Background: an optimization exercise with open tools, aiming at small area. Do not read the settings as production practice.
RTL that was checked went through simulation tests only; none was proved equivalent to the original.
For runs 2 to 4, only the layout was checked, not whether the RTL still works.
Power is estimated from default activity; no workload was simulated.

`design/flow/run.sh`:
```
#!/bin/bash
# synth_recipe.tcl (not shown) runs the flow's synth.tcl, then flattens the netlist and writes it again
# the make line also repeats each setting of config.mk as NAME=value (left out here)
make -C /OpenROAD-flow-scripts/flow DESIGN_CONFIG=/design/flow/config.mk WORK_HOME=/design/flow/orfs CLKGATE_MAP_FILE= SYNTH_SCRIPT=/design/flow/synth_recipe.tcl finish
```
`design/flow/config.mk`:
```
export PLATFORM = sky130hd
export DESIGN_NAME = mmu_top
export DESIGN_NICKNAME = mmu_top
export VERILOG_FILES = /design/flow/design.v
export SDC_FILE = /design/flow/constraint.sdc
export NUM_CORES = 4
export LEC_CHECK = 0
export CAP_MARGIN = 20
export CORE_MARGIN = 2
export CORE_UTILIZATION = 40
export PLACE_DENSITY = 0.6
export SLEW_MARGIN = 20
```
`design/flow/constraint.sdc`:
```
create_clock -name core_clock -period 6.0 [get_ports {clk}]
set_input_delay 1.2000 -clock core_clock [delete_from_list [all_inputs] [get_ports {clk}]]
set_output_delay 1.2000 -clock core_clock [all_outputs]
set_load 0.01 [all_outputs]
```
`design/flow/design.v`:
```
package x86_arch_pkg;
    typedef enum logic [2:0] {
        CPU_MODE_REAL = 3'd0,
        CPU_MODE_PROT = 3'd1,
        CPU_MODE_V86  = 3'd2,
        CPU_MODE_LONG = 3'd3   
    } cpu_mode_e;
    localparam logic [32-1:0] REAL_MODE_LIMIT = 32'h000F_FFFF;
    typedef struct packed {
        logic [7:0]  base_hi;    
        logic [3:0]  flags;      
        logic [3:0]  limit_hi;   
        logic        present;
        logic [1:0]  dpl;
        logic        s;          
        logic [3:0]  seg_type;
        logic [7:0]  base_mid;   
        logic [15:0] base_lo;
        logic [15:0] limit_lo;
    } seg_desc_t;
    typedef struct packed {
        logic [32-1:0] linear;
        seg_desc_t              desc;
        logic [1:0]             cpl;
    } xlate_req_t;
    typedef struct packed {
        logic [2:0]             mode;      
        logic [32-1:0] base;
        logic [32-1:0] limit;
        logic [3:0]             seg_type;
        logic                   segment_valid;
        logic                   privilege_violation;
    } seg_info_t;
    typedef struct packed {
        seg_info_t              seg;
        logic [32-1:0] linear;
        logic                   paging;   
    } mid_xlate_t;
    typedef struct packed {
        seg_info_t              seg;
        logic [32-1:0] phys_addr;
        logic                   page_fault;
    } xlate_rsp_t;
    function automatic logic [2:0] mode_decode(input logic pe, input logic vm);
        if (!pe) begin
            mode_decode = x86_arch_pkg::CPU_MODE_REAL;
        end else begin
            mode_decode = vm ? x86_arch_pkg::CPU_MODE_V86 : x86_arch_pkg::CPU_MODE_PROT;
        end
    endfunction
endpackage
package mmu_regs_pkg;
    localparam int APB_DATA_W = 32;
    localparam int VPN_W      = 32 - 12;
    localparam int PFN_W      = 32 - 12;
    localparam logic [8-1:0] REG_CR0         = 'h00;
    localparam logic [8-1:0] REG_CTRL        = 'h04;
    localparam logic [8-1:0] REG_TLB_VPN     = 'h08;
    localparam logic [8-1:0] REG_TLB_PFN     = 'h0C;   
    localparam logic [8-1:0] REG_STATUS      = 'h10;
    localparam logic [8-1:0] REG_HIT_COUNT   = 'h14;
    localparam logic [8-1:0] REG_FAULT_COUNT = 'h18;
    localparam int CR0_PE_BIT     = 0;
    localparam int CR0_PG_BIT     = 31;
    localparam int CTRL_VM_BIT    = 0;
    localparam int CTRL_FLUSH_BIT = 1;    
    localparam int ST_MODE_LSB = 0;       
    localparam int ST_PG_BIT   = 3;
    localparam int ST_PE_BIT   = 4;
    localparam int ST_V86_BIT  = 5;
    typedef struct packed {
        logic pe;
        logic pg;
        logic vm_flag;
    } mmu_ctrl_t;
    typedef struct packed {
        logic             valid;
        logic [VPN_W-1:0] vpn;
        logic [PFN_W-1:0] pfn;
    } tlb_fill_t;
endpackage
module mmu_top
(
    input  logic                       clk,
    input  logic                       rst_n,
    input  logic                       psel,
    input  logic                       penable,
    input  logic                       pwrite,
    input  logic [8-1:0] paddr,
    input  logic [31:0]                pwdata,
    output logic [31:0]                prdata,
    output logic                       pready,
    output logic                       pslverr,
    input  logic                       req_valid,
    input  logic [97:0]                req,
    output logic                       rsp_valid,
    output logic [105:0]               rsp
);
    logic       in_map;    
    logic [2:0] rsel;
    logic       wr;
    assign in_map  = (paddr[7:5] == 3'd0) && (paddr[1:0] == 2'd0);
    assign rsel    = paddr[4:2];
    assign wr      = psel & penable & pwrite & in_map;
    assign pready  = 1'b1;
    assign pslverr = ~(in_map && (rsel != 3'd7));
    logic [31:0] cr0_q;
    logic        vm_q;
    logic [19:0] vpn_q;
    logic [19:0] pfn_q;
    logic [31:0] hit_cnt_q;
    logic [31:0] fault_cnt_q;
    logic wr_cr0, wr_ctrl, wr_vpn, wr_pfn, flush;
    assign wr_cr0  = wr && (rsel == 3'd0);
    assign wr_ctrl = wr && (rsel == 3'd1);
    assign wr_vpn  = wr && (rsel == 3'd2);
    assign wr_pfn  = wr && (rsel == 3'd3);
    assign flush   = wr_ctrl & pwdata[1];
    always_ff @(posedge clk or negedge rst_n) begin
        if (!rst_n) begin
            cr0_q <= '0;
            vm_q  <= 1'b0;
            vpn_q <= '0;
            pfn_q <= '0;
        end else begin
            if (wr_cr0)  cr0_q <= pwdata;
            if (wr_ctrl) vm_q  <= pwdata[0];
            if (wr_vpn)  vpn_q <= pwdata[19:0];
            if (wr_pfn)  pfn_q <= pwdata[19:0];
        end
    end
    logic pe, pg, prot, v86, paging;
    assign pe     = cr0_q[0];
    assign pg     = cr0_q[31];
    assign prot   = pe & ~vm_q;
    assign v86    = pe & vm_q;
    assign paging = prot & pg;
    always_comb begin
        case (rsel)
            3'd0:    prdata = cr0_q;
            3'd1:    prdata = {31'd0, vm_q};
            3'd2:    prdata = {12'd0, vpn_q};
            3'd3:    prdata = {12'd0, pfn_q};
            3'd4:    prdata = {26'd0, v86, pe, pg, 1'b0, v86, prot};
            3'd5:    prdata = hit_cnt_q;
            default: prdata = fault_cnt_q;
        endcase
    end
    logic [15:0] tlb_valid;
    logic [15:0] tlb_tag [16];
    logic [19:0] tlb_pfn [16];
    always_ff @(posedge clk or negedge rst_n) begin
        if (!rst_n) begin
            tlb_valid <= '0;
        end else if (flush) begin
            tlb_valid <= '0;
        end else if (wr_pfn) begin
            tlb_valid[vpn_q[3:0]] <= 1'b1;
        end
    end
    always_ff @(posedge clk) begin
        if (wr_pfn) begin
            tlb_tag[vpn_q[3:0]] <= vpn_q[19:4];
            tlb_pfn[vpn_q[3:0]] <= pwdata[19:0];
        end
    end
    logic [31:0] lin;
    logic [3:0]  idx;
    logic        hit;
    logic [19:0] pfn_sel;
    assign lin     = req[97:66];
    assign idx     = lin[15:12];
    assign hit     = tlb_valid[idx] && (tlb_tag[idx] == lin[31:16]);
    assign pfn_sel = tlb_pfn[idx];
    logic        s1_valid, s2_valid;
    logic [1:0]  s1_mode,  s2_mode;
    logic [31:0] s1_base,  s2_base;
    logic [19:0] s1_limit, s2_limit;
    logic [3:0]  s1_type,  s2_type;
    logic        s1_sv,    s2_sv;
    logic        s1_pv,    s2_pv;
    logic [31:0] s1_pa,    s2_pa;
    logic        s1_pf,    s2_pf;
    logic        s1_hit,   s2_hit;
    always_ff @(posedge clk or negedge rst_n) begin
        if (!rst_n) begin
            s1_valid <= 1'b0;
            s2_valid <= 1'b0;
        end else begin
            s1_valid <= req_valid;
            s2_valid <= s1_valid;
        end
    end
    always_ff @(posedge clk) begin
        s1_mode  <= {v86, prot};
        s1_base  <= prot ? {req[65:58], req[41:34], req[33:18]} : 32'd0;
        s1_limit <= prot ? {req[53:50], req[17:2]} : 20'hFFFFF;
        s1_type  <= prot ? req[45:42] : 4'd0;
        s1_sv    <= prot ? req[49] : 1'b1;
        s1_pv    <= prot & (req[1:0] > req[48:47]);
        s1_pa    <= paging ? (hit ? {pfn_sel, lin[11:0]} : 32'd0) : lin;
        s1_pf    <= paging & ~hit;
        s1_hit   <= paging & hit;
        s2_mode  <= s1_mode;
        s2_base  <= s1_base;
        s2_limit <= s1_limit;
        s2_type  <= s1_type;
        s2_sv    <= s1_sv;
        s2_pv    <= s1_pv;
        s2_pa    <= s1_pa;
        s2_pf    <= s1_pf;
        s2_hit   <= s1_hit;
    end
    assign rsp_valid = s2_valid;
    assign rsp = {1'b0, s2_mode, s2_base, 12'd0, s2_limit, s2_type, s2_sv, s2_pv, s2_pa, s2_pf};
    always_ff @(posedge clk or negedge rst_n) begin
        if (!rst_n) begin
            hit_cnt_q   <= '0;
            fault_cnt_q <= '0;
        end else begin
            hit_cnt_q   <= hit_cnt_q + {31'd0, s2_valid & s2_hit};
            fault_cnt_q <= fault_cnt_q + {31'd0, s2_valid & s2_pf};
        end
    end
endmodule
```
==> results of run 1 <==
-- layout make-up --
cell class / count / area [µm²] / share of cell area [%]
tap: 1144 / 1430 / 3.41
clock buffer: 124 / 2720 / 6.49
antenna: 2 / 5.00 / 0.0119
sequential: 919 / 24900 / 59.5
clock inverter: 56 / 589 / 1.41
timing repair buffer: 317 / 3180 / 7.59
inverter: 11 / 41.3 / 0.0985
multi-input combinational: 954 / 9020 / 21.5
-- metrics by stage --
step	worst slack [ns]	utilization [%]	std cells	instance area (µm²)	hold slack, ns
finish	1.00	49.2	3527	41900	0.323
detailed placement	0.945	45.3	3345	38600	0.312
CTS	0.948	49.2	3525	41900	0.323
floorplan	0.455	-	2002	34500	0.310
global route	0.934	49.2	3527	41900	0.328
global placement	0.971	45.3	3345	38600	0.310
-- synth_stat cells, types with 4 or more instances --
cell	n	area share [%]
o22ai_1	4	0.073
clkbuf_1	50	0.54
dfxtp_1	188	11
a221oi_1	22	0.56
buf_4	23	0.50
o21ai_0	41	0.59
nand4_1	20	0.36
o31ai_2	18	0.65
and3_1	13	0.24
nand2_1	171	1.9
a22oi_1	25	0.54
mux4_2	157	10
xnor2_1	58	1.5
nand3_1	35	0.51
nor4_1	4	0.073
ha_1	11	0.40
and2_1	41	0.74
dfrtp_1	155	11
inv_1	10	0.11
buf_6	12	0.39
o21ai_1	11	0.16
mux2_2	65	2.1
nor3_1	13	0.19
nor2b_1	6	0.11
nor2_1	59	0.64
a21oi_1	27	0.39
buf_1	8	0.087
nand2b_1	25	0.45
mux2i_1	51	1.5
edfxtp_1	576	50
xor2_1	23	0.58
a31oi_1	4	0.073
buf_2	23	0.33
and4_1	5	0.13
-- registers in the layout (all words and copies together) (netlist names), 4 cells and up --
name	count
s2_base	32
hit_cnt_q	32
tlb_tag	256
s2_pa	32
s2_type	4
cr0_q	32
s1_pa	32
s1_limit	20
vpn_q	20
s2_limit	20
pfn_q	20
s1_type	4
fault_cnt_q	32
s1_base	32
tlb_valid	16
tlb_pfn	320
-- layer usage --
layer / GRT usage (%) / up-vias
li1: - / 8191
met1: 25.7 / 9866
met2: 31.4 / 679
met3: 3.84 / 108
met4: 5.39 / 0
met5: 0 / -
-- how the worst min path moves through the flow --
stage / start / to / slack, ns
6_report: s1_base[5]$_SDFF_PN0_ / s2_base[5]$_DFF_P_ / 0.32
5_1_grt: s1_pa[22]$_DFF_P_ / s2_pa[22]$_DFF_P_ / 0.33
2_1_floorplan: s1_base[0]$_SDFF_PN0_ / s2_base[0]$_DFF_P_ / 0.31
4_1_cts: s1_limit[0]$_SDFF_PN1_ / s2_limit[0]$_DFF_P_ / 0.32
3_5_place_dp: s1_limit[16]$_SDFF_PN1_ / s2_limit[16]$_DFF_P_ / 0.31
3_3_place_gp: s1_pa[11]$_DFF_P_ / s2_pa[11]$_DFF_P_ / 0.31
-- cell families after synthesis --
group | after synthesis | synth area share (%)
DFF | 919 | 72.3
other | 2 | 0.0218
and+or+nand+nor | 407 | 5.69
xor gates and xnor gates | 82 | 2.10
muxes | 276 | 14.1
AOI/OAI and AO/OA | 164 | 3.33
adders and majority gates | 11 | 0.399
buffers and inverters | 129 | 2.08
-- power breakdown --
part,internal (mW),switching [mW]
combinational,0.270,0.296
sequential,6.74,0.0233
clock,3.65,2.47
total,10.7,2.79
==> key figures, run 1 <==
Synth
  – Synthesized cell area: 0.0345 mm²
  – Synth Warn #: 1
  – Post-synthesis sequential element count: 919
  – Dominant register cell in the synthesized netlist: edfxtp_1
  – Average footprint of a synthesized cell: 17.3 µm²
  – Sequential fraction of the synthesis area: 72.3%
  – Number of different library cells in the post-synthesis netlist: 60
  – Async SR Flop Fraction: 16.9%
  – Gate count after technology mapping: 1,990
  – Count of flip-flops with a built-in enable after synthesis: 576

Setup path
  – Most used cell along the critical path: clkdlybuf4s50_1
  – Worst path max stage delay: 0.68 ns
  – Capturing instance or port of the critical path: prdata[10]
  – Reg-to-reg setup timing slack: 2.74 ns
  – Endpoint required time on the critical path: 4.80 ns
  – Worst reg2reg startpoint: tlb_tag[15][15]$_DFFE_PP_
  – Worst-path fanout max: 40
  – WP buf/inv: 3
  – Crit path depth: 5
  – Library cell contributing the largest single delay on the critical path: clkdlybuf4s50_1
  – Crit-path leading delay family: buffers and inverters
  – Startpoint of the most critical setup path: paddr[3]
  – Crit start category: input port
  – Cell chain of the critical path: clkdlybuf4s50_1 > buf_4 > a221oi_1 > o21ai_0 > clkdlybuf4s50_1
  – Reg2Reg Capture Point: s1_pa[14]$_DFF_P_
  – Arrival time worst endpoint: 3.80 ns
  – Sort of element at the end of the critical path: output port
  – Setup Crit Path Kind: in2out
  – Length in cells of the worst reg-to-reg path: 7

Floorplanning
  – Number of top-level pins: 285
  – Die width: 298 µm
  – Effective utilization at floorplan: 40.4%
  – Row cnt: 107
  – Core region area: 0.0853 mm²
  – Overall die area: 0.0886 mm²
  – Height of the die: 298 µm

Clock tree
  – Number of sinks driven by the clock tree: 919
  – Number of buffers inserted by hold repair at cts: 0
  – Later-pin clock latency in the skew report: 0.66 ns
  – TritonCTS clock tree: done
  – Gates resized, CTS repair: 0
  – Clk root buf: clkbuf_16
  – H-tree depth: 3
  – Post-CTS setup repair buffer count: 0
  – TritonCTS Buffers: 97
  – Clock tree buffer depth: 3
  – CTS clk-pin slew, worst paths: 0.06 ns

Final layout
  – Final #Nets: 2,455
  – Syn-to-layout area delta: 21.6%
  – Ratio of cells with drive above 1 in the final layout: 20.0%
  – Number of inserted filler cells in the final layout: 7,129
  – Most common cell after layout, fill and taps aside: edfxtp_1
  – Most frequent cells in the layout: 576 x edfxtp_1, 260 x clkdlybuf4s50_1, 188 x dfxtp_1

Job
  – Maxcap violations: 0

Hold path
  – Hold-critical path depth: 0
  – Hold crit path type: reg2reg

Power and ir drop
  – Pwr Density: 321 mW/mm²
  – VDD IR max: 0.204 mV
  – Static Leak: 15.4 nW
  – Total power draw: 13.4 mW

GRT
  – Number of antenna violations at the first check in global routing: 6
  – Vias in the first global route: 19,400
  – Gr ovfl total: 0
  – Wire length of the first global-routing pass: 125 mm
  – Pin count of the biggest net entering global routing: 119
  – Global-route usage over all layers: 19.0%

Route
  – Sum of met3 wire segment lengths after detailed routing: 6.15 mm
  – Drt total wl: 84.6 mm
  – Vias post-DR: 18,800
  – Violation count after the first detailed-route iteration: 1,723
  – Highest signal layer in the routed design: met4
  – Number of optimization iterations in the first detailed-route pass: 5
  – WL/cell: 24.0 µm
  – Drt via density: 5.34
  – Number of design rule violations left after detail routing: 0
  – Met2 routed WL: 41.3 mm
  – Final antenna-violating net count: 0
  – Wl on met1: 35.6 mm

STA
  – Slew at the pin with the worst max-slew slack: 1.01 ns
  – Final Cycle Share: 83.3%
  – Max frequency: 0.200 GHz
  – RSZ-0062 raised after global routing: no
  – Endpoints failing hold: 0
  – Final setup fails: 0
  – Period minus WS final: 5.00 ns
  – Max-slew violations: 0
  – Worst relative slew slack: 32.6%
  – Post-Route Setup TNS: 0 ns
  – Clock Skews: 0.0271 ns

Status
  – Result of the run: timing/DRC/antenna clean

Placement
  – Weighted congestion reported at the end of routability-driven placement: 0.863
  – Number of buffer cells added on primary ports: 265
  – Final HPWL from detailed placement: 51.8 mm
==> run 2, diff against run 1 <==
--- a/design/flow/design.v
+++ b/design/flow/design.v
@@ -170,8 +170,21 @@
     logic [19:0] pfn_sel;
     assign lin     = req[97:66];
     assign idx     = lin[15:12];
-    assign hit     = tlb_valid[idx] && (tlb_tag[idx] == lin[31:16]);
-    assign pfn_sel = tlb_pfn[idx];
+    logic [15:0] isel;
+    logic        v_sel;
+    logic [15:0] tag_sel;
+    always_comb begin
+        v_sel   = 1'b0;
+        tag_sel = '0;
+        pfn_sel = '0;
+        for (int i = 0; i < 16; i++) begin
+            isel[i] = (idx == i[3:0]);
+            v_sel   = v_sel   | (isel[i] & tlb_valid[i]);
+            tag_sel = tag_sel | ({16{isel[i]}} & tlb_tag[i]);
+            pfn_sel = pfn_sel | ({20{isel[i]}} & tlb_pfn[i]);
+        end
+    end
+    assign hit = v_sel && (tag_sel == lin[31:16]);
     logic        s1_valid, s2_valid;
     logic [1:0]  s1_mode,  s2_mode;
     logic [31:0] s1_base,  s2_base;
--- a/design/flow/config.mk
+++ b/design/flow/config.mk
@@ -7,6 +7,8 @@
 export LEC_CHECK = 0
 export CAP_MARGIN = 20
 export CORE_MARGIN = 2
-export CORE_UTILIZATION = 40
-export PLACE_DENSITY = 0.6
+export CORE_UTILIZATION = 65
+export CTS_BUF_LIST = sky130_fd_sc_hd__clkbuf_4 sky130_fd_sc_hd__clkbuf_8
+export CTS_CLUSTER_SIZE = 30
+export PLACE_DENSITY = 0.75
 export SLEW_MARGIN = 20
==> run 2 against run 1 <==
  * Still clean on timing, DRC and antenna
  * Via count increased by 14%
  * Hold slack got worse by 0.0028 ns
  * Count of clock-buffer cells in the layout up 91
  * Die area down 39%
  * Routed wire length increased by 11%
  * Global-route usage up 16 points
  * Synthesized cell count grew 8.6%
  * Largest power group unchanged
==> key figures, run 2 <==
Synth
  – Count of flip-flops with a built-in enable after synthesis: 576
  – Synthesized cell area: 0.0340 mm²
  – Synth Warn #: 1
  – Sequential fraction of the synthesis area: 73.3%
  – Async SR Flop Fraction: 16.9%
  – Average footprint of a synthesized cell: 15.7 µm²
  – Area leader, netlist: edfxtp_1
  – Most common cell in the netlist: edfxtp_1
  – Number of different library cells in the post-synthesis netlist: 83
  – Dominant register cell in the synthesized netlist: edfxtp_1
  – Post-synthesis sequential element count: 919
  – Leading post-synthesis cells by instance count: 576 x edfxtp_1, 188 x dfxtp_1, 155 x dfrtp_1
  – Top cell type's share of synthesized area: 50.9%
  – Leading cell types by total area after synthesis: edfxtp_1 51%, dfrtp_1 11%, dfxtp_1 11%
  – Gate count after technology mapping: 2,161

STA
  – Slew at the pin with the worst max-slew slack: 1.19 ns
  – Endpoints failing hold: 0
  – RSZ-0062 raised after global routing: no
  – Period minus WS final: 4.70 ns
  – Worst relative slew slack: 20.8%
  – Final Cycle Share: 78.4%
  – Max frequency: 0.213 GHz
  – Clock Skews: 0.0319 ns
  – Post-Route Setup TNS: 0 ns
  – Final hold slack: 0.320 ns
  – Final setup fails: 0
  – Max-slew violations: 0

Placement
  – Weighted congestion reported at the end of routability-driven placement: 0.887
  – Final HPWL from detailed placement: 56.2 mm
  – Number of buffer cells added on primary ports: 265
  – Placed insts: 3,036

Setup path
  – Arrival time worst endpoint: 3.50 ns
  – Reg-to-reg setup timing slack: 2.96 ns
  – Worst reg2reg startpoint: s2_valid$_DFF_PN0_
  – Endpoint required time on the critical path: 4.80 ns
  – Crit start category: input port
  – Setup Crit Path Kind: in2out
  – Cell chain of the critical path: buf_2 > buf_4 > mux2_2 > a221oi_1 > a21oi_1 > clkdlybuf4s50_1
  – Sort of element at the end of the critical path: output port
  – Worst-path fanout max: 21
  – Reg2Reg Capture Point: fault_cnt_q[28]$_DFF_PN0_
  – Length in cells of the worst reg-to-reg path: 11
  – Worst path max stage delay: 0.55 ns
  – Library cell contributing the largest single delay on the critical path: clkdlybuf4s50_1

Final layout
  – Finished Core Util: 78.5%
  – Final #Nets: 2,656
  – Most common cell after layout, fill and taps aside: edfxtp_1
  – Ratio of cells with drive above 1 in the final layout: 17.8%
  – Syn-to-layout area delta: 18.9%
  – Antenna Cells: 0
  – Final std cells w/o fill: 3,292
  – Number of flip-flops in the largest register: 320
  – Most frequent cells in the layout: 576 x edfxtp_1, 257 x clkdlybuf4s50_1, 188 x dfxtp_1

Clock tree
  – Clock tree buffer depth: 3
  – TritonCTS Buffers: 142
  – H-tree depth: 4
  – Later-pin clock latency in the skew report: 0.82 ns
  – Clk root buf: clkbuf_8
  – CTS clk-pin slew, worst paths: 0.06 ns
  – Post-CTS setup repair buffer count: 0
  – Gates resized, CTS repair: 0
  – Number of sinks driven by the clock tree: 919
  – TritonCTS clock tree: done
  – Number of buffers inserted by hold repair at cts: 0

Route
  – Vias post-DR: 21,600
  – Violation count after the first detailed-route iteration: 2,769
  – Drt via density: 6.55
  – Number of optimization iterations in the first detailed-route pass: 6
  – Number of design rule violations left after detail routing: 0
  – Final antenna-violating net count: 0
  – Drt total wl: 94.2 mm
  – WL/cell: 28.6 µm

GRT
  – Vias in the first global route: 21,000
  – Pin count of the biggest net entering global routing: 107
  – Gr ovfl total: 0
  – GR met3 Demand/Resource: 10.1%
  – Number of antenna violations at the first check in global routing: 1
  – Most Used Layer, Global Route: met2
  – Global-route usage over all layers: 35.0%
  – Met1 track demand over resource in global routing: 47.2%
  – Fraction of met2 tracks used by global routing: 54.4%
  – Wire length of the first global-routing pass: 135 mm

Power and ir drop
  – Total power draw: 12.6 mW
  – VDD IR max: 0.233 mV
  – Pwr Density: 313 mW/mm²
  – Static Leak: 15.1 nW

Status
  – Result of the run: timing/DRC/antenna clean

Floorplanning
  – Effective utilization at floorplan: 66.0%
  – Row cnt: 83
  – Core region area: 0.0515 mm²
  – Height of the die: 233 µm
  – Number of top-level pins: 285
  – Die width: 233 µm
  – Overall die area: 0.0542 mm²

Hold path
  – Hold crit path type: reg2reg
  – Worst-case hold path end point: s2_limit[18]$_DFF_P_
  – Hold-critical path depth: 0
  – Beginning of the worst hold path: s1_limit[18]$_SDFF_PN1_

Job
  – Maxcap violations: 0
run 2: cell count changes after synthesis, sizes merged, moves of 38 or more:
cell	change
o21ai	-39
a22o	+108
a22oi	+66
a31oi	+38
mux2	+49
nand2	-116
a221oi	+62
mux4	-158
run 2: kinds of logic after synthesis:
kind of cell	Yosys count	share of synthesized area, %
buf+inv	150	2.30
fa+ha+maj	11	0.405
mux	155	5.06
compound gates	464	10.6
other cells	2	0.0221
simple gates	386	6.33
xor+xnor	74	1.91
flops	919	73.3
run 2: worst max-delay path, delay by kind of cell:
kind / cells / cell delay (ns)
multiplexers: 1 / 0.37
AO/OA/AOI/OAI: 2 / 0.56
buffers and inverters: 3 / 1.34
run 2: per-layer routing:
layer  share of wire (%)  vias to the layer above
li1                    -                     9089
met2                  48                     1475
met5               0.013                        -
met1                  37                    10800
met3                  12                      242
met4                 3.5                        2
run 2: area by class of cell:
class / instances / area, µm²
Sequential cell: 919 / 24900
Fill cell: 2982 / 11100
Multi-Input combinational cell: 1104 / 8530
Timing Repair Buffer: 324 / 3120
Clock buffer: 215 / 2670
Tap cell: 680 / 851
Clock inverter: 40 / 272
Inverter: 10 / 37.5
run 2: worst max-delay path by stage:
stage | startpoint | end | slack, ns | cells after the start
final | paddr[2] | prdata[6] | 1.30 | 6
after global routing | paddr[2] | prdata[6] | 1.22 | 6
after CTS | paddr[2] | prdata[9] | 1.04 | 5
after detailed placement | paddr[2] | prdata[9] | 1.07 | 5
after global placement | paddr[2] | prdata[9] | 1.10 | 5
after floorplan | paddr[5] | tlb_pfn[0][0]$_DFFE_PP_ | 0.38 | 6
run 2: per-stage QoR:
stage / instance area [µm²] / setup slack (ns)
6_report: 40400 / 1.30
5_1_grt: 40400 / 1.22
4_1_cts: 40400 / 1.04
3_5_place_dp: 37500 / 1.07
3_3_place_gp: 37500 / 1.10
2_1_floorplan: 34000 / 0.382
run 2: report_power, final:
part / switching, mW / internal [mW]
Sequential: 0.0242 / 6.74
Clock: 2.39 / 2.93
Combinational: 0.321 / 0.227
==> run 3, diff against run 2 <==
--- a/design/flow/design.v
+++ b/design/flow/design.v
@@ -116,31 +116,38 @@
     assign wr_vpn  = wr && (rsel == 3'd2);
     assign wr_pfn  = wr && (rsel == 3'd3);
     assign flush   = wr_ctrl & pwdata[1];
-    always_ff @(posedge clk or negedge rst_n) begin
-        if (!rst_n) begin
-            cr0_q <= '0;
-            vm_q  <= 1'b0;
-            vpn_q <= '0;
-            pfn_q <= '0;
-        end else begin
-            if (wr_cr0)  cr0_q <= pwdata;
-            if (wr_ctrl) vm_q  <= pwdata[0];
-            if (wr_vpn)  vpn_q <= pwdata[19:0];
-            if (wr_pfn)  pfn_q <= pwdata[19:0];
-        end
-    end
+    logic cr0_wr_q, pfn_wr_q;
+    logic [31:0] cr0;
+    always_ff @(posedge clk or negedge rst_n) begin
+        if (!rst_n) begin
+            cr0_wr_q <= 1'b0;
+            pfn_wr_q <= 1'b0;
+            vm_q     <= 1'b0;
+            vpn_q    <= '0;
+        end else begin
+            if (wr_cr0)  cr0_wr_q <= 1'b1;
+            if (wr_pfn)  pfn_wr_q <= 1'b1;
+            if (wr_ctrl) vm_q     <= pwdata[0];
+            if (wr_vpn)  vpn_q    <= pwdata[19:0];
+        end
+    end
+    always_ff @(posedge clk) begin
+        if (wr_cr0) cr0_q <= pwdata;
+        if (wr_pfn) pfn_q <= pwdata[19:0];
+    end
+    assign cr0 = cr0_q & {32{cr0_wr_q}};
     logic pe, pg, prot, v86, paging;
-    assign pe     = cr0_q[0];
-    assign pg     = cr0_q[31];
+    assign pe     = cr0[0];
+    assign pg     = cr0[31];
     assign prot   = pe & ~vm_q;
     assign v86    = pe & vm_q;
     assign paging = prot & pg;
     always_comb begin
         case (rsel)
-            3'd0:    prdata = cr0_q;
+            3'd0:    prdata = cr0;
             3'd1:    prdata = {31'd0, vm_q};
             3'd2:    prdata = {12'd0, vpn_q};
-            3'd3:    prdata = {12'd0, pfn_q};
+            3'd3:    prdata = {12'd0, pfn_q & {20{pfn_wr_q}}};
             3'd4:    prdata = {26'd0, v86, pe, pg, 1'b0, v86, prot};
             3'd5:    prdata = hit_cnt_q;
             default: prdata = fault_cnt_q;
@@ -226,13 +233,20 @@
     end
     assign rsp_valid = s2_valid;
     assign rsp = {1'b0, s2_mode, s2_base, 12'd0, s2_limit, s2_type, s2_sv, s2_pv, s2_pa, s2_pf};
+    logic [32:0] hc, fc;
+    assign hc[0] = s2_valid & s2_hit;
+    assign fc[0] = s2_valid & s2_pf;
+    for (genvar i = 0; i < 32; i++) begin : g_inc
+        assign hc[i+1] = hc[i] & hit_cnt_q[i];
+        assign fc[i+1] = fc[i] & fault_cnt_q[i];
+    end
     always_ff @(posedge clk or negedge rst_n) begin
         if (!rst_n) begin
             hit_cnt_q   <= '0;
             fault_cnt_q <= '0;
         end else begin
-            hit_cnt_q   <= hit_cnt_q + {31'd0, s2_valid & s2_hit};
-            fault_cnt_q <= fault_cnt_q + {31'd0, s2_valid & s2_pf};
+            hit_cnt_q   <= hit_cnt_q ^ hc[31:0];
+            fault_cnt_q <= fault_cnt_q ^ fc[31:0];
         end
     end
 endmodule
==> design/flow/flow/run.sh (new file) <==
#!/bin/bash
# The standard layout, with the port buffers made from the smallest
# buffer cell instead of the resizer's default pick.
set -euo pipefail
export BUFFER_PORTS_ARGS="-buffer_cell sky130_fd_sc_hd__buf_1"
bash standard.sh > standard_flow.log 2>&1
==> design/flow/standard.sh (new file) <==
#!/bin/bash
# synth_recipe.tcl (not shown) runs the flow's synth.tcl, then flattens the netlist and writes it again
# the make line also repeats each setting of config.mk as NAME=value (left out here)
make -C /OpenROAD-flow-scripts/flow DESIGN_CONFIG=/design/flow/config.mk WORK_HOME=/design/flow/orfs CLKGATE_MAP_FILE= SYNTH_SCRIPT=/design/flow/synth_recipe.tcl "${@:-finish}"
--- a/design/flow/config.mk
+++ b/design/flow/config.mk
@@ -8,7 +8,8 @@
 export CAP_MARGIN = 20
 export CORE_MARGIN = 2
 export CORE_UTILIZATION = 65
-export CTS_BUF_LIST = sky130_fd_sc_hd__clkbuf_4 sky130_fd_sc_hd__clkbuf_8
+export CTS_BUF_LIST = sky130_fd_sc_hd__clkbuf_16
+export CTS_CLUSTER_DIAMETER = 80
 export CTS_CLUSTER_SIZE = 30
 export PLACE_DENSITY = 0.75
 export SLEW_MARGIN = 20
removed: design/flow/run.sh
==> run 3 against run 2 <==
  * Final cell count down 6.3%
  * Register-to-register slack worse by 2.8 ns
  * Synthesized area down 1.1%
  * Sequential power up 0.7%
  * Critical path type is now reg2reg
  * Critical endpoint is now hit_cnt_q[31]$_DFF_PN0_
  * Largest power group unchanged
  * Highest routed layer unchanged
==> key figures, run 3 <==
Route
  – Drt total wl: 88.7 mm
  – Violation count after the first detailed-route iteration: 3,107
  – Vias post-DR: 20,400
  – Final antenna-violating net count: 0
  – Number of design rule violations left after detail routing: 0
  – WL/cell: 28.8 µm
  – Drt via density: 6.60
  – Number of optimization iterations in the first detailed-route pass: 7

Setup path
  – Arrival time worst endpoint: 6.39 ns
  – Library cell contributing the largest single delay on the critical path: dfrtp_1
  – Reg-to-reg setup timing slack: 0.12 ns
  – Crit-path leading delay family: adder cells
  – Worst path max stage delay: 0.41 ns
  – Crit path depth: 33
  – WP buf/inv: 0
  – Most used cell along the critical path: ha_2
  – Startpoint of the most critical setup path: s2_valid$_DFF_PN0_
  – Sort of element at the end of the critical path: flip-flop
  – Setup Crit Path Kind: reg2reg
  – Endpoint required time on the critical path: 6.51 ns
  – Worst-path fanout max: 3
  – Length in cells of the worst reg-to-reg path: 33
  – Crit start category: flip-flop
  – Worst reg2reg startpoint: s2_valid$_DFF_PN0_

GRT
  – Number of antenna violations at the first check in global routing: 4
  – Pin count of the biggest net entering global routing: 57
  – Global-route usage over all layers: 33.1%
  – Gr ovfl total: 0
  – Wire length of the first global-routing pass: 128 mm
  – Vias in the first global route: 19,700

Power and ir drop
  – Static Leak: 13.4 nW
  – VDD IR max: 0.263 mV
  – Pwr Density: 282 mW/mm²

STA
  – Slew at the pin with the worst max-slew slack: 1.17 ns
  – Max-slew violations: 0
  – Worst path setup slack after routing: 0.121 ns
  – Period minus WS final: 5.88 ns
  – Clock Skews: 0.0300 ns
  – Worst relative slew slack: 21.6%
  – Final hold slack: 0.324 ns
  – Endpoints failing hold: 0
  – Post-Route Setup TNS: 0 ns
  – Max frequency: 0.170 GHz
  – Final setup fails: 0
  – Final Cycle Share: 98.0%

Final layout
  – Final design area excluding fillers: 0.0372 mm²
  – Ratio of cells with drive above 1 in the final layout: 12.6%
  – Number of inserted filler cells in the final layout: 3,240
  – Final #Nets: 2,587
  – Number of flip-flops in the largest register: 320
  – Most common cell after layout, fill and taps aside: edfxtp_1
  – Syn-to-layout area delta: 10.6%
  – Most frequent cells in the layout: 628 x edfxtp_1, 259 x buf_1, 188 x dfxtp_1

Synth
  – Post-synthesis sequential element count: 921
  – Top cell type's share of synthesized area: 56.1%
  – Synth Warn #: 1
  – Average footprint of a synthesized cell: 15.9 µm²
  – Leading post-synthesis cells by instance count: 628 x edfxtp_1, 188 x dfxtp_1, 157 x a22oi_1
  – Number of different library cells in the post-synthesis netlist: 90
  – Area leader, netlist: edfxtp_1
  – Gate count after technology mapping: 2,119
  – Most common cell in the netlist: edfxtp_1
  – Leading cell types by total area after synthesis: edfxtp_1 56%, dfxtp_1 11%, dfrtp_1 7.8%
  – Synthesized cell area: 0.0336 mm²
  – Count of flip-flops with a built-in enable after synthesis: 628
  – Async SR Flop Fraction: 11.4%
  – Dominant register cell in the synthesized netlist: edfxtp_1
  – Sequential fraction of the synthesis area: 75.1%

Clock tree
  – Number of buffers inserted by hold repair at cts: 0
  – H-tree depth: 2
  – CTS clk-pin slew, worst paths: 0.11 ns
  – Later-pin clock latency in the skew report: 0.63 ns
  – Post-CTS setup repair buffer count: 0
  – TritonCTS Buffers: 38
  – Clk root buf: clkbuf_16
  – Clock tree buffer depth: 3
  – TritonCTS clock tree: done
  – Number of sinks driven by the clock tree: 921

Placement
  – Placed inst area: 0.0357 mm²
  – Pre-CTS setup slack: -0.367 ns
  – Final HPWL from detailed placement: 53.2 mm
  – Weighted congestion reported at the end of routability-driven placement: 0.868
  – Number of buffer cells added on primary ports: 265

Floorplanning
  – Height of the die: 231 µm
  – Overall die area: 0.0536 mm²
  – Number of top-level pins: 285
  – Row cnt: 83
  – Die width: 231 µm
  – Core region area: 0.0512 mm²
  – Effective utilization at floorplan: 65.7%

Status
  – Result of the run: timing/DRC/antenna clean

Job
  – Maxcap violations: 0

Hold path
  – Hold crit path type: reg2reg
  – Hold-critical path depth: 0
  – Beginning of the worst hold path: s1_pa[5]$_DFF_P_
==> run 3: cell types whose count changed after synthesis, sizes merged, moves of 45 or more <==
cell    delta
a22o      -61
edfxtp    +52
mux2      -70
a22oi     +66
dfrtp     -50
ha        +58
xnor2     -45
==> run 3: through the flow <==
stage	total power [mW]	util, %	instances
after floorplan	7.18	-	2131
after global placement	7.39	69.7	3014
after detailed placement	7.40	69.7	3014
after CTS	10.5	72.3	3083
after global routing	10.8	72.7	3083
final	10.5	72.7	3084
==> run 3: cell families (layout without fill, tap and decap cells) <==
family	Yosys count	in the layout	share of synthesized area (%)
AO/OA/AOI/OAI	464	464	10.4
XOR/XNOR	11	11	0.286
adder cells (fa/ha/maj)	69	69	2.57
buffers and inverters	163	435	2.52
flip-flops	921	921	75.1
multiplexers	65	65	2.15
other	2	15	0.0223
AND/OR/NAND/NOR	424	424	6.93
==> run 3: repair_timing <==
action,in CTS,in global routing
resized for setup,41,23
hold endpoints to repair,0,0
gates cloned,0,0
endpoints found under the setup margin,8,4
pin swaps,1,0
==> run 3: final timing paths <==
path / end
setup reg to reg: hit_cnt_q[31]$_DFF_PN0_
hold / removal: s2_pa[5]$_DFF_P_
min in group asynchronous: fault_cnt_q[4]$_DFF_PN0_
max in group asynchronous: fault_cnt_q[28]$_DFF_PN0_
setup / recovery: hit_cnt_q[31]$_DFF_PN0_
hold reg to reg: s2_pa[5]$_DFF_P_
==> run 3: final cells by class <==
cell class / instances / area (µm²) / share of cell area [%]
Sequential cell: 921 / 25200 / 67.9
Multi-Input combinational cell: 1047 / 8120 / 21.8
Timing Repair Buffer: 341 / 1670 / 4.48
Clock buffer: 41 / 1030 / 2.76
Tap cell: 680 / 851 / 2.29
Clock inverter: 28 / 196 / 0.528
Inverter: 25 / 93.8 / 0.252
Antenna cell: 1 / 2.50 / 0.00673
==> run 3: report_power, final <==
part           switching [mW]  total, mW  internal (mW)
logic                   0.316      0.457          0.140
clock network            1.90       3.23           1.33
registers              0.0252       6.81           6.78
==> run 3: worst register-to-register path, delay by kind of cell (launching register included) <==
family	cells	cell delay, ns
flops	1	0.41
fa+ha+maj	31	5.07
xor+xnor	1	0.13
simple gates	1	0.14
==> run 3: routing by layer <==
metal	vias to the layer above	part of all wire, %	global-route usage [%]
met4	4	3.8	12.6
met3	200	12	5.81
met5	-	0.026	0
met1	10000	37	47.1
met2	1458	47	51.7
li1	8691	-	-
==> run 4, diff against run 3 <==
--- a/design/flow/config.mk
+++ b/design/flow/config.mk
@@ -7,9 +7,9 @@
 export LEC_CHECK = 0
 export CAP_MARGIN = 20
 export CORE_MARGIN = 2
-export CORE_UTILIZATION = 65
+export CORE_UTILIZATION = 75
 export CTS_BUF_LIST = sky130_fd_sc_hd__clkbuf_16
 export CTS_CLUSTER_DIAMETER = 80
 export CTS_CLUSTER_SIZE = 30
-export PLACE_DENSITY = 0.75
+export PLACE_DENSITY = 0.85
 export SLEW_MARGIN = 20
==> run 4 against run 3 <==
  * Still clean on timing, DRC and antenna
  * Total power decreased by 1.3%
  * Final area unchanged
  * Routed wire length increased by 3.4%
  * Critical path depth unchanged
  * Clock skew increased by 0.0098 ns
  * Die area decreased by 13%
  * Count of clock-buffer cells in the layout decreased by 3
  * Clock power decreased by 4%
  * Critical path type unchanged
  * Critical endpoint unchanged
  * Largest cell class unchanged
  * Highest routed layer unchanged
==> key figures, run 4 <==
Synth
  – Synth Warn #: 1
  – Most common cell in the netlist: edfxtp_1
  – Average footprint of a synthesized cell: 15.9 µm²
  – Async SR Flop Fraction: 11.4%
  – Post-synthesis sequential element count: 921
  – Top cell type's share of synthesized area: 56.1%
  – Number of different library cells in the post-synthesis netlist: 90
  – Area leader, netlist: edfxtp_1
  – Synthesized cell area: 0.0336 mm²
  – Leading post-synthesis cells by instance count: 628 x edfxtp_1, 188 x dfxtp_1, 157 x a22oi_1
  – Sequential fraction of the synthesis area: 75.1%
  – Leading cell types by total area after synthesis: edfxtp_1 56%, dfxtp_1 11%, dfrtp_1 7.8%
  – Count of flip-flops with a built-in enable after synthesis: 628
  – Gate count after technology mapping: 2,119
  – Dominant register cell in the synthesized netlist: edfxtp_1

Setup path
  – Endpoint required time on the critical path: 6.49 ns
  – Crit start category: flip-flop
  – Worst reg2reg startpoint: s2_valid$_DFF_PN0_
  – Most used cell along the critical path: ha_2
  – Arrival time worst endpoint: 6.41 ns
  – Reg2Reg Capture Point: hit_cnt_q[31]$_DFF_PN0_
  – Length in cells of the worst reg-to-reg path: 33
  – Library cell contributing the largest single delay on the critical path: dfrtp_1
  – Reg-to-reg setup timing slack: 0.08 ns
  – Worst-path fanout max: 3
  – Sort of element at the end of the critical path: flip-flop
  – Worst path max stage delay: 0.41 ns
  – Setup Crit Path Kind: reg2reg

Floorplanning
  – Row cnt: 77
  – Die width: 216 µm
  – Number of top-level pins: 285
  – Core region area: 0.0442 mm²
  – Height of the die: 216 µm
  – Effective utilization at floorplan: 76.0%
  – Overall die area: 0.0465 mm²

Power and ir drop
  – Static Leak: 13.4 nW
  – Cell internal power dissipation: 8.16 mW
  – Combinational group share of total power: 4.5%
  – Pwr Density: 279 mW/mm²
  – Switching Share: 21.3%
  – Clock network fraction of design power: 29.8%
  – Net switching power: 2.21 mW
  – VDD IR max: 0.345 mV
  – Share of total power in sequential cells: 65.7%

Final layout
  – Syn-to-layout area delta: 10.6%
  – Final std cells w/o fill: 2,998
  – Final #Nets: 2,591
  – Most common cell after layout, fill and taps aside: edfxtp_1
  – Most frequent cells in the layout: 628 x edfxtp_1, 259 x buf_1, 188 x dfxtp_1
  – Ratio of cells with drive above 1 in the final layout: 12.3%
  – Number of flip-flops in the largest register: 320

Route
  – Final antenna-violating net count: 0
  – Number of optimization iterations in the first detailed-route pass: 6
  – Violation count after the first detailed-route iteration: 3,803
  – Number of design rule violations left after detail routing: 0
  – Drt via density: 7.17
  – Drt total wl: 91.7 mm
  – Vias post-DR: 21,500
  – WL/cell: 30.6 µm

STA
  – Max-slew violations: 0
  – Worst relative slew slack: 22.1%
  – Post-Route Setup TNS: 0 ns
  – Final Cycle Share: 98.7%
  – Max frequency: 0.169 GHz
  – Final hold slack: 0.335 ns
  – Final setup fails: 0
  – Period minus WS final: 5.92 ns
  – Worst path setup slack after routing: 0.0798 ns
  – Endpoints failing hold: 0
  – Slew at the pin with the worst max-slew slack: 1.16 ns
  – Clock Skews: 0.0398 ns

Clock tree
  – TritonCTS Buffers: 37
  – CTS clk-pin slew, worst paths: 0.11 ns
  – Post-CTS setup repair buffer count: 0
  – H-tree depth: 2
  – Clock tree buffer depth: 3
  – Number of sinks driven by the clock tree: 921
  – TritonCTS clock tree: done
  – Clk root buf: clkbuf_16
  – Later-pin clock latency in the skew report: 0.61 ns
  – Number of buffers inserted by hold repair at cts: 0

GRT
  – Global-route usage over all layers: 39.0%
  – Pin count of the biggest net entering global routing: 62
  – Vias in the first global route: 21,000
  – Gr ovfl total: 0
  – Wire length of the first global-routing pass: 132 mm
  – Number of antenna violations at the first check in global routing: 3

Placement
  – Placed insts: 2,931
  – Final HPWL from detailed placement: 55.6 mm
  – Pre-CTS setup slack: -0.415 ns
  – Weighted congestion reported at the end of routability-driven placement: 0.955
  – Number of buffer cells added on primary ports: 265

Hold path
  – Worst-case hold path end point: s2_base[1]$_DFF_P_
  – Hold crit path type: reg2reg
  – Beginning of the worst hold path: s1_base[1]$_SDFF_PN0_
  – Hold-critical path depth: 0

Job
  – Maxcap violations: 0

Status
  – Result of the run: timing/DRC/antenna clean
## run 4: cell counts after synthesis
Identical to the previous run, type by type.
## run 4: final cells by class
type / instances / area (µm²)
Sequential cell: 921 / 25200
Multi-Input combinational cell: 1047 / 8260
Fill cell: 2086 / 7020
Timing Repair Buffer: 346 / 1730
Clock buffer: 38 / 951
Tap cell: 592 / 741
Clock inverter: 28 / 178
Inverter: 25 / 93.8
Antenna cell: 1 / 2.50
## run 4: metal layers
metal	wire length, µm	global-route usage, %	up-vias
met5	29	0	-
met3	14300	10.3	393
met1	30000	52.0	10300
li1	-	-	8682
met4	5040	17.9	4
met2	42300	61.4	2067
## run 4: worst max-delay path by stage
stage	to	cells past startpoint	startpoint
after floorplan	hit_cnt_q[31]$_DFF_PN0_	33	s2_valid$_DFF_PN0_
after global placement	fault_cnt_q[31]$_DFF_PN0_	33	s2_valid$_DFF_PN0_
after detailed placement	fault_cnt_q[31]$_DFF_PN0_	33	s2_valid$_DFF_PN0_
after CTS	hit_cnt_q[31]$_DFF_PN0_	33	s2_valid$_DFF_PN0_
after global routing	hit_cnt_q[31]$_DFF_PN0_	33	s2_valid$_DFF_PN0_
final	hit_cnt_q[31]$_DFF_PN0_	33	s2_valid$_DFF_PN0_
## run 4: cell families (layout without fill, tap and decap cells)
kind of cell / after synthesis / after routing / share of synthesized area [%]
other: 2 / 15 / 0.0223
flip-flops: 921 / 921 / 75.1
multiplexers: 65 / 65 / 2.15
AND/OR/NAND/NOR: 424 / 424 / 6.93
buffers and inverters: 163 / 437 / 2.52
AO/OA/AOI/OAI: 464 / 464 / 10.4
adder cells (fa/ha/maj): 69 / 69 / 2.57
XOR/XNOR: 11 / 11 / 0.286
## run 4: per-stage QoR
| stage | utilization [%] | cell area, µm² | power [mW] |
|---|---|---|---|
| floorplan | - | 33700 | 7.18 |
| global placement | 80.5 | 35600 | 7.38 |
| detailed placement | 80.5 | 35600 | 7.39 |
| CTS | 83.6 | 37000 | 10.3 |
| global route | 84.1 | 37200 | 10.6 |
| finish | 84.1 | 37200 | 10.4 |
## run 4: timing repair
| item | 4_1_cts | 5_1_grt |
|---|---|---|
| pin swaps | 1 | 1 |
| resized for setup | 52 | 27 |
| endpoints found under the setup margin | 8 | 4 |
| cloned | 0 | 0 |
## run 4: critical path: cells and delay by family, from the launching register on
kind                       cells  cell delay [ns]
and+or+nand+nor                1             0.14
adders and majority gates     31             5.10
DFF                            1             0.41
xor gates and xnor gates       1             0.14
## run 4: power groups by stage
stage	Clock [mW]	Sequential, mW	Combinational [mW]
finish	3.09	6.81	0.468
global route	3.27	6.81	0.491
CTS	3.06	6.81	0.449
detailed placement	0	6.95	0.444
floorplan	0	6.95	0.232
global placement	0	6.95	0.429
==> run 5, diff against run 4 <==
--- a/design/flow/design.v
+++ b/design/flow/design.v
@@ -234,11 +234,18 @@
     assign rsp_valid = s2_valid;
     assign rsp = {1'b0, s2_mode, s2_base, 12'd0, s2_limit, s2_type, s2_sv, s2_pv, s2_pa, s2_pf};
     logic [32:0] hc, fc;
-    assign hc[0] = s2_valid & s2_hit;
-    assign fc[0] = s2_valid & s2_pf;
     for (genvar i = 0; i < 32; i++) begin : g_inc
-        assign hc[i+1] = hc[i] & hit_cnt_q[i];
-        assign fc[i+1] = fc[i] & fault_cnt_q[i];
+        if (i == 0) begin : g_first
+            assign hc[i] = s2_valid & s2_hit;
+            assign fc[i] = s2_valid & s2_pf;
+        end else if (i % 8 == 0) begin : g_byte
+            assign hc[i] = hc[0] & (&hit_cnt_q[i-1:0]);
+            assign fc[i] = fc[0] & (&fault_cnt_q[i-1:0]);
+        end
+        if (i % 8 != 7) begin : g_ripple
+            assign hc[i+1] = hc[i] & hit_cnt_q[i];
+            assign fc[i+1] = fc[i] & fault_cnt_q[i];
+        end
     end
     always_ff @(posedge clk or negedge rst_n) begin
         if (!rst_n) begin
--- a/design/flow/config.mk
+++ b/design/flow/config.mk
@@ -7,9 +7,9 @@
 export LEC_CHECK = 0
 export CAP_MARGIN = 20
 export CORE_MARGIN = 2
-export CORE_UTILIZATION = 75
+export CORE_UTILIZATION = 65
 export CTS_BUF_LIST = sky130_fd_sc_hd__clkbuf_16
 export CTS_CLUSTER_DIAMETER = 80
 export CTS_CLUSTER_SIZE = 30
-export PLACE_DENSITY = 0.85
+export PLACE_DENSITY = 0.75
 export SLEW_MARGIN = 20
==> run 5 against run 4 <==
  * Still clean
  * Clock skew is 0.018 ns lower
  * Setup slack improved by 1.3 ns
  * Synthesized cell count grew 0.52%
  * Synthesized area about the same
  * Clock power rose by 3%
  * Die area grew 15%
  * Register-to-register slack improved by 2.8 ns
  * Routed wire length fell by 3.9%
  * Hold slack lost 0.0057 ns
  * Largest cell class unchanged
==> key figures, run 5 <==
GRT
  – Pin count of the biggest net entering global routing: 65
  – Number of antenna violations at the first check in global routing: 0
  – Global-route usage over all layers: 32.7%
  – Wire length of the first global-routing pass: 127 mm
  – Vias in the first global route: 19,700
  – Gr ovfl total: 0

Route
  – Number of optimization iterations in the first detailed-route pass: 7
  – WL/cell: 28.6 µm
  – Drt via density: 6.66
  – Final antenna-violating net count: 0
  – Number of design rule violations left after detail routing: 0
  – Vias post-DR: 20,500
  – Violation count after the first detailed-route iteration: 3,091
  – Drt total wl: 88.1 mm

Placement
  – Final HPWL from detailed placement: 53.2 mm
  – Weighted congestion reported at the end of routability-driven placement: 0.904
  – Pre-CTS setup slack: 1.09 ns
  – Number of buffer cells added on primary ports: 265
  – Placed insts: 3,015

STA
  – Clock Skews: 0.0217 ns
  – Period minus WS final: 4.57 ns
  – Slew at the pin with the worst max-slew slack: 1.11 ns
  – Max frequency: 0.219 GHz
  – Worst path setup slack after routing: 1.43 ns
  – Max-slew violations: 0
  – Endpoints failing hold: 0
  – Final Cycle Share: 76.2%
  – RSZ-0062 raised after global routing: no
  – Post-Route Setup TNS: 0 ns
  – Worst relative slew slack: 25.7%
  – Final setup fails: 0

Final layout
  – Antenna Cells: 0
  – Number of inserted filler cells in the final layout: 3,332
  – Most common cell after layout, fill and taps aside: edfxtp_1
  – Ratio of cells with drive above 1 in the final layout: 9.73%
  – Syn-to-layout area delta: 9.19%
  – Sequential cell area in the final layout: 0.0252 mm²
  – Number of flip-flops in the largest register: 320
  – Most frequent cells in the layout: 628 x edfxtp_1, 259 x buf_1, 188 x dfxtp_1
  – Area of the multi-input gates: 0.00791 mm²
  – Finished Core Util: 71.6%
  – Final #Nets: 2,582
  – Final std cells w/o fill: 3,085

Power and ir drop
  – Pwr Density: 284 mW/mm²
  – Total power draw: 10.4 mW
  – VDD IR max: 0.269 mV
  – Static Leak: 13.5 nW

Clock tree
  – CTS clk-pin slew, worst paths: 0.11 ns
  – Clk root buf: clkbuf_16
  – TritonCTS clock tree: done
  – Number of buffers inserted by hold repair at cts: 0
  – TritonCTS Buffers: 38
  – Number of sinks driven by the clock tree: 921
  – Clock tree buffer depth: 3
  – Later-pin clock latency in the skew report: 0.62 ns
  – H-tree depth: 2
  – Gates resized, CTS repair: 0
  – Post-CTS setup repair buffer count: 0

Synth
  – Count of flip-flops with a built-in enable after synthesis: 628
  – Synthesized cell area: 0.0337 mm²
  – Dominant register cell in the synthesized netlist: edfxtp_1
  – Leading cell types by total area after synthesis: edfxtp_1 56%, dfxtp_1 11%, dfrtp_1 7.8%
  – Area leader, netlist: edfxtp_1
  – Post-synthesis sequential element count: 921
  – Leading post-synthesis cells by instance count: 628 x edfxtp_1, 188 x dfxtp_1, 136 x a22oi_1
  – Most common cell in the netlist: edfxtp_1
  – Async SR Flop Fraction: 11.4%
  – Gate count after technology mapping: 2,130
  – Number of different library cells in the post-synthesis netlist: 77
  – Sequential fraction of the synthesis area: 75.0%
  – Synth Warn #: 1
  – Average footprint of a synthesized cell: 15.8 µm²
  – Top cell type's share of synthesized area: 56.0%

Hold path
  – Hold crit path type: reg2reg

Setup path
  – Worst-path fanout max: 32
  – Sort of element at the end of the critical path: output port
  – Arrival time worst endpoint: 3.37 ns
  – Crit start category: input port
  – Endpoint required time on the critical path: 4.80 ns
  – Setup Crit Path Kind: in2out

Floorplanning
  – Row cnt: 83
  – Effective utilization at floorplan: 65.6%
  – Core region area: 0.0513 mm²
  – Number of top-level pins: 285
  – Overall die area: 0.0536 mm²
  – Die width: 232 µm
  – Height of the die: 232 µm

Status
  – Result of the run: timing/DRC/antenna clean

Job
  – Maxcap violations: 0
## run 5: cell count changes after synthesis, moves of 14 or more
cell     before  now
o21ai_2       0   14
mux2i_1      20   35
nor2_1       81   97
nand2_1      82   97
nand3_1      53   38
a22oi_1     157  136
o21ai_1      15    0
## run 5: worst max-delay path, stage by stage
cell and delay, ns:
buf_1 0.07, buf_4 0.24, nor2b_1 0.25, and3_1 0.81, a222oi_1 0.24, o21ai_0 0.22, o21a_1 0.17, buf_1 0.15
## run 5: cells by family (layout without fill, tap and decap cells)
| group | count (synthesis) | in the layout | synth area share [%] |
|---|---|---|---|
| AO/OA/AOI/OAI | 460 | 460 | 10.5 |
| XOR/XNOR | 16 | 16 | 0.416 |
| adder cells (fa/ha/maj) | 63 | 63 | 2.34 |
| buffers and inverters | 149 | 412 | 2.23 |
| flip-flops | 921 | 921 | 75.0 |
| multiplexers | 78 | 78 | 2.60 |
| other | 2 | 14 | 0.0223 |
| AND/OR/NAND/NOR | 441 | 441 | 6.91 |
## run 5: worst paths after layout
path                                               from                       to  slack (ns)  cells after the start
min in group asynchronous                         rst_n  hit_cnt_q[25]$_DFF_PN0_        0.74                      1
worst min register to register    s1_base[6]$_SDFF_PN0_       s2_base[6]$_DFF_P_        0.33                      0
max in group asynchronous                         rst_n   hit_cnt_q[0]$_DFF_PN0_        4.15                      2
worst max-delay path                           paddr[4]                prdata[4]        1.43                      8
worst min-delay path              s1_base[6]$_SDFF_PN0_       s2_base[6]$_DFF_P_        0.33                      0
worst max register to register  tlb_tag[9][3]$_DFFE_PP_         s1_pa[0]$_DFF_P_        2.89                      9
## run 5: layout make-up
type,count,share of cell area (%)
inverter,18,0.184
tap,680,2.31
sequential,921,68.7
clock inverter,29,0.439
timing repair buffer,324,4.05
clock buffer,41,2.79
multi-input combinational,1072,21.5
## run 5: stage by stage
stage / hold WS, ns / cell area [µm²]
after floorplan: 0.310 / 33700
after global placement: 0.310 / 35600
after detailed placement: 0.312 / 35600
after CTS: 0.330 / 36800
after global routing: 0.340 / 36800
final: 0.330 / 36800
## run 5: layer usage
layer	GRT usage, %	vias up	wire length [µm]
met4	12.2	0	3270
met5	0	-	0
met3	6.21	206	10100
li1	-	8706	-
met1	45.7	10300	32700
met2	52.1	1327	42000
## run 5: where the power goes
group          leakage, nW  switching, mW  internal (mW)
clock network        0.656           1.90           1.28
registers             9.04         0.0255           6.78
logic                 3.83          0.313          0.140
==> run 6, diff against run 5 <==
--- a/design/flow/design.v
+++ b/design/flow/design.v
@@ -79,6 +79,63 @@
         logic [PFN_W-1:0] pfn;
     } tlb_fill_t;
 endpackage
+module mmu_ao22n (
+    input  logic a1, a2, b1, b2,
+    output logic y
+);
+    assign y = ~((a1 & a2) | (b1 & b2));
+endmodule
+module mmu_ao222n (
+    input  logic a1, a2, b1, b2, c1, c2,
+    output logic y
+);
+    assign y = ~((a1 & a2) | (b1 & b2) | (c1 & c2));
+endmodule
+module mmu_sel16 (
+    input  logic [15:0] sel,
+    input  logic [15:0] d,
+    output logic        y
+);
+    logic [5:0] p;
+    mmu_ao222n u_p0 (sel[0],  d[0],  sel[1],  d[1],  sel[2],  d[2],  p[0]);
+    mmu_ao222n u_p1 (sel[3],  d[3],  sel[4],  d[4],  sel[5],  d[5],  p[1]);
+    mmu_ao222n u_p2 (sel[6],  d[6],  sel[7],  d[7],  sel[8],  d[8],  p[2]);
+    mmu_ao222n u_p3 (sel[9],  d[9],  sel[10], d[10], sel[11], d[11], p[3]);
+    mmu_ao222n u_p4 (sel[12], d[12], sel[13], d[13], sel[14], d[14], p[4]);
+    mmu_nand2  u_p5 (sel[15], d[15], p[5]);
+    assign y = ~&p;
+endmodule
+module mmu_nand2 (
+    input  logic a, b,
+    output logic y
+);
+    assign y = ~(a & b);
+endmodule
+module mmu_nor2 (
+    input  logic a, b,
+    output logic y
+);
+    assign y = ~(a | b);
+endmodule
+module mmu_dec4n (
+    input  logic [1:0] a,
+    output logic [3:0] yn
+);
+    for (genvar i = 0; i < 4; i++) begin : g_y
+        assign yn[i] = (a != i[1:0]);
+    end
+endmodule
+module mmu_dec16 (
+    input  logic [3:0]  a,
+    output logic [15:0] y
+);
+    logic [3:0] lo_n, hi_n;
+    mmu_dec4n u_lo (.a(a[1:0]), .yn(lo_n));
+    mmu_dec4n u_hi (.a(a[3:2]), .yn(hi_n));
+    for (genvar i = 0; i < 16; i++) begin : g_y
+        mmu_nor2 u_y (hi_n[i / 4], lo_n[i % 4], y[i]);
+    end
+endmodule
 module mmu_top
 (
     input  logic                       clk,
@@ -180,16 +237,21 @@
     logic [15:0] isel;
     logic        v_sel;
     logic [15:0] tag_sel;
-    always_comb begin
-        v_sel   = 1'b0;
-        tag_sel = '0;
-        pfn_sel = '0;
-        for (int i = 0; i < 16; i++) begin
-            isel[i] = (idx == i[3:0]);
-            v_sel   = v_sel   | (isel[i] & tlb_valid[i]);
-            tag_sel = tag_sel | ({16{isel[i]}} & tlb_tag[i]);
-            pfn_sel = pfn_sel | ({20{isel[i]}} & tlb_pfn[i]);
-        end
+    mmu_dec16 u_dec (.a(idx), .y(isel));
+    mmu_sel16 u_v_sel (.sel(isel), .d(tlb_valid), .y(v_sel));
+    for (genvar b = 0; b < 16; b++) begin : g_tag_rd
+        logic [15:0] col;
+        for (genvar i = 0; i < 16; i++) begin : g_col
+            assign col[i] = tlb_tag[i][b];
+        end
+        mmu_sel16 u_sel (.sel(isel), .d(col), .y(tag_sel[b]));
+    end
+    for (genvar b = 0; b < 20; b++) begin : g_pfn_rd
+        logic [15:0] col;
+        for (genvar i = 0; i < 16; i++) begin : g_col
+            assign col[i] = tlb_pfn[i][b];
+        end
+        mmu_sel16 u_sel (.sel(isel), .d(col), .y(pfn_sel[b]));
     end
     assign hit = v_sel && (tag_sel == lin[31:16]);
     logic        s1_valid, s2_valid;
--- a/design/flow/config.mk
+++ b/design/flow/config.mk
@@ -13,3 +13,4 @@
 export CTS_CLUSTER_SIZE = 30
 export PLACE_DENSITY = 0.75
 export SLEW_MARGIN = 20
+export SYNTH_HIERARCHICAL = 1
==> run 6 against run 5 <==
  * Still clean
  * Via count fell by 8.7%
  * Sequential cell count is the same
  * Maximum frequency shrank 0.80%
  * Sequential power about the same
  * Setup slack worse by 0.037 ns
  * Total power is 0.75% lower
  * Count of clock-buffer cells in the layout is 1 lower
  * Clock power about the same
  * Final cell count down 10%
  * Synthesized cell count shrank 15%
  * Sequential share of layout area rose by 2.9 points
  * Routed wire length is 10% lower
  * Critical path type unchanged
  * Highest routed layer unchanged
==> key figures, run 6 <==
Status
  – Result of the run: timing/DRC/antenna clean

Final layout
  – Syn-to-layout area delta: 11.3%
  – Most frequent cells in the layout: 628 x edfxtp_1, 264 x buf_1, 214 x a222oi_1
  – Final design area excluding fillers: 0.0353 mm²
  – Final #Nets: 2,341
  – Ratio of cells with drive above 1 in the final layout: 8.60%
  – Most common cell after layout, fill and taps aside: edfxtp_1
  – Antenna Cells: 0
  – Number of flip-flops in the largest register: 320
  – Final std cells w/o fill: 2,777

STA
  – Post-Route Setup TNS: 0 ns
  – Endpoints failing hold: 0
  – Period minus WS final: 4.61 ns
  – Max frequency: 0.217 GHz
  – Worst relative slew slack: 30.4%
  – Final Cycle Share: 76.8%
  – Clock Skews: 0.0224 ns
  – Slew at the pin with the worst max-slew slack: 1.04 ns
  – Final hold slack: 0.321 ns
  – RSZ-0062 raised after global routing: no
  – Final setup fails: 0
  – Max-slew violations: 0

Clock tree
  – TritonCTS Buffers: 38
  – CTS clk-pin slew, worst paths: 0.11 ns
  – Later-pin clock latency in the skew report: 0.61 ns
  – Clk root buf: clkbuf_16
  – H-tree depth: 2
  – TritonCTS clock tree: done
  – Gates resized, CTS repair: 0
  – Clock tree buffer depth: 3
  – Post-CTS setup repair buffer count: 0
  – Number of buffers inserted by hold repair at cts: 0
  – Number of sinks driven by the clock tree: 921

Synth
  – Leading post-synthesis cells by instance count: 628 x edfxtp_1, 214 x a222oi_1, 188 x dfxtp_1
  – Largest family of logic cells by synthesized area: compound AO/OA/AOI/OAI gates
  – Post-synthesis adder-cell area fraction: 2.49%
  – Count of flip-flops with a built-in enable after synthesis: 628
  – Post-synthesis sequential element count: 921
  – Async SR Flop Fraction: 11.4%
  – Top cell type's share of synthesized area: 59.5%
  – Area leader, netlist: edfxtp_1
  – Synthesized-area fraction occupied by xor and xnor cells: 0.663%
  – Number of different library cells in the post-synthesis netlist: 54
  – Average footprint of a synthesized cell: 17.6 µm²
  – Synth Warn #: 7
  – Dominant register cell in the synthesized netlist: edfxtp_1
  – Synthesized cell area: 0.0317 mm²
  – Sequential fraction of the synthesis area: 79.7%
  – Multiplexer share of the synthesized area: 0.806%
  – Leading cell types by total area after synthesis: edfxtp_1 60%, dfxtp_1 12%, dfrtp_1 8.3%
  – Most common cell in the netlist: edfxtp_1
  – Gate count after technology mapping: 1,805
  – Post-synthesis compound-gate area fraction: 8.17%
  – Post-Synth Simple-Gate Area: 6.81%

Placement
  – Placed insts: 2,709
  – Number of buffer cells added on primary ports: 265
  – Weighted congestion reported at the end of routability-driven placement: 0.867
  – Placed inst area: 0.0341 mm²
  – Final HPWL from detailed placement: 48.6 mm

Setup path
  – Worst path max stage delay: 0.57 ns
  – Crit path depth: 7
  – Worst-path fanout max: 16
  – Crit-path leading delay family: buffers and inverters
  – WP buf/inv: 3
  – Crit start category: input port
  – Most used cell along the critical path: buf_1
  – Endpoint required time on the critical path: 4.80 ns
  – Arrival time worst endpoint: 3.41 ns
  – Length in cells of the worst reg-to-reg path: 13
  – Setup Crit Path Kind: in2out
  – Cell chain of the critical path: buf_1 > nand3b_1 > nor2_1 > buf_4 > nand2_1 > a31oi_1 > buf_1
  – Sort of element at the end of the critical path: output port
  – Library cell contributing the largest single delay on the critical path: buf_1

Floorplanning
  – Effective utilization at floorplan: 66.1%
  – Core region area: 0.0479 mm²
  – Die width: 225 µm
  – Height of the die: 225 µm
  – Number of top-level pins: 285
  – Overall die area: 0.0505 mm²
  – Row cnt: 80

GRT
  – Wire length of the first global-routing pass: 115 mm
  – Gr ovfl total: 0
  – Global-route usage over all layers: 31.4%
  – Pin count of the biggest net entering global routing: 70
  – Vias in the first global route: 18,600
  – Number of antenna violations at the first check in global routing: 0

Power and ir drop
  – Pwr Density: 294 mW/mm²
  – Static Leak: 12.8 nW
  – VDD IR max: 0.239 mV

Route
  – Number of design rule violations left after detail routing: 0
  – WL/cell: 28.4 µm
  – Final antenna-violating net count: 0
  – Drt via density: 6.75
  – Vias post-DR: 18,800
  – Violation count after the first detailed-route iteration: 3,454
  – Drt total wl: 79.0 mm
  – Number of optimization iterations in the first detailed-route pass: 9

Hold path
  – Hold-critical path depth: 0
  – Hold crit path type: reg2reg

Job
  – Maxcap violations: 0
run 6: path summary, 6_finish.rpt:
check                                                 end                      from  slack (ns)
worst min register to register          s2_pa[16]$_DFF_P_         s1_pa[16]$_DFF_P_        0.32
max in group asynchronous       tlb_valid[10]$_DFFE_PN0P_                     rst_n        4.13
worst max register to register  fault_cnt_q[31]$_DFF_PN0_  fault_cnt_q[7]$_DFF_PN0_        2.72
worst max-delay path                            prdata[9]                  paddr[2]        1.39
min in group asynchronous            vpn_q[0]$_DFFE_PN0P_                     rst_n        0.78
worst min-delay path                    s2_pa[16]$_DFF_P_         s1_pa[16]$_DFF_P_        0.32
run 6: cell type report:
cell class | instances | area (µm²)
Inverter | 25 | 93.8
Sequential cell | 921 | 25200
Tap cell | 615 | 769
Clock inverter | 28 | 208
Multi-Input combinational cell | 810 | 6310
Clock buffer | 40 | 1000
Fill cell | 2860 | 12700
Timing Repair Buffer | 338 | 1650
run 6: Yosys stat by module, one instance, submodules excluded, a selection:
module	area [µm²]	copies in the design	flops+latches
mmu_top	29100	1	921
mmu_dec4n	22.5	2	0
mmu_sel16	13.8	37	0
mmu_ao222n	10.0	185	0
mmu_nand2	3.75	37	0
mmu_nor2	3.75	16	0
run 6: per-stage QoR:
| step | setup WS [ns] | utilization (%) | power [mW] |
|---|---|---|---|
| floorplan | 0.0731 | - | 7.10 |
| global placement | 1.31 | 71.1 | 7.29 |
| detailed placement | 1.24 | 71.1 | 7.30 |
| CTS | 1.43 | 73.6 | 10.4 |
| global route | 1.24 | 73.6 | 10.6 |
| finish | 1.39 | 73.6 | 10.4 |
run 6: logic make-up (layout without fill, tap and decap cells):
family                   Yosys count  count (layout)
AND/OR/NAND/NOR                  407             407
multiplexers                      18              18
other                              2              14
AO/OA/AOI/OAI                    284             284
XOR/XNOR                          24              24
flip-flops                       921             921
adder cells (fa/ha/maj)           63              63
buffers and inverters             86             431
run 6: worst register-to-register path, stage by stage, from the launching register on:
cell     delay [ns]
dfrtp_1        0.44
nand4_1        0.11
nor3_1         0.76
inv_1          0.09
nor3_1         0.44
and2_1         0.23
ha_1           0.16
ha_1           0.15
ha_1           0.14
ha_1           0.14
ha_1           0.14
ha_1           0.14
ha_1           0.15
xor2_1         0.14
run 6: metal layers:
| layer | vias to the layer above | wire length, µm | GRT usage [%] |
|---|---|---|---|
| li1 | 7959 | - | - |
| met1 | 9365 | 28300 | 42.8 |
| met2 | 1260 | 38900 | 51.9 |
| met3 | 170 | 9370 | 5.60 |
| met4 | 0 | 2410 | 10.7 |
| met5 | - | 0 | 0 |
run 6: where the power goes:
group          switching, mW  internal [mW]  total [mW]  leakage (nW)
combinational          0.251          0.111       0.362          3.16
sequential            0.0196           6.78        6.80          9.03
clock                   1.86           1.34        3.20         0.645
total                   2.13           8.24        10.4          12.8

## separate check: timing with driven ports
Ports are ideal in the flow. The routed layouts listed here were re-timed in OpenROAD. Step 1: set_driving_cell puts a clkbuf_16 on clk and a buf_2 on each other input, an assumption about the parent block. Step 2 adds t to the input delays and takes it off the output delays; t is the mean of the earliest and latest rising clock arrival at the registers after step 1. Input paths then give back, and output paths get back, about the clock's delay inside the block. Slacks: ideal ports / drivers / drivers and shift; pairs: ideal ports / drivers.
run | t (ns) | setup WS [ns] | latest minus earliest clock arrival (ns)
run 1 | 0.708 | 1.005 / 0.983 / 0.983 | 0.030 / 0.031
run 2 | 0.863 | 1.298 / 1.273 / 1.068 | 0.033 / 0.033
run 3 | 0.672 | 0.121 / 0.121 / 0.121 | 0.032 / 0.032
run 4 | 0.656 | 0.080 / 0.080 / 0.080 | 0.042 / 0.042
run 5 | 0.667 | 1.429 / 1.408 / 0.972 | 0.024 / 0.025
run 6 | 0.659 | 1.392 / 1.366 / 1.124 | 0.022 / 0.023
After both steps setup and hold are still met in every run listed. The setup slack of run 5, which loses most, moves by -0.021 ns with the drivers and by -0.457 ns with both steps.
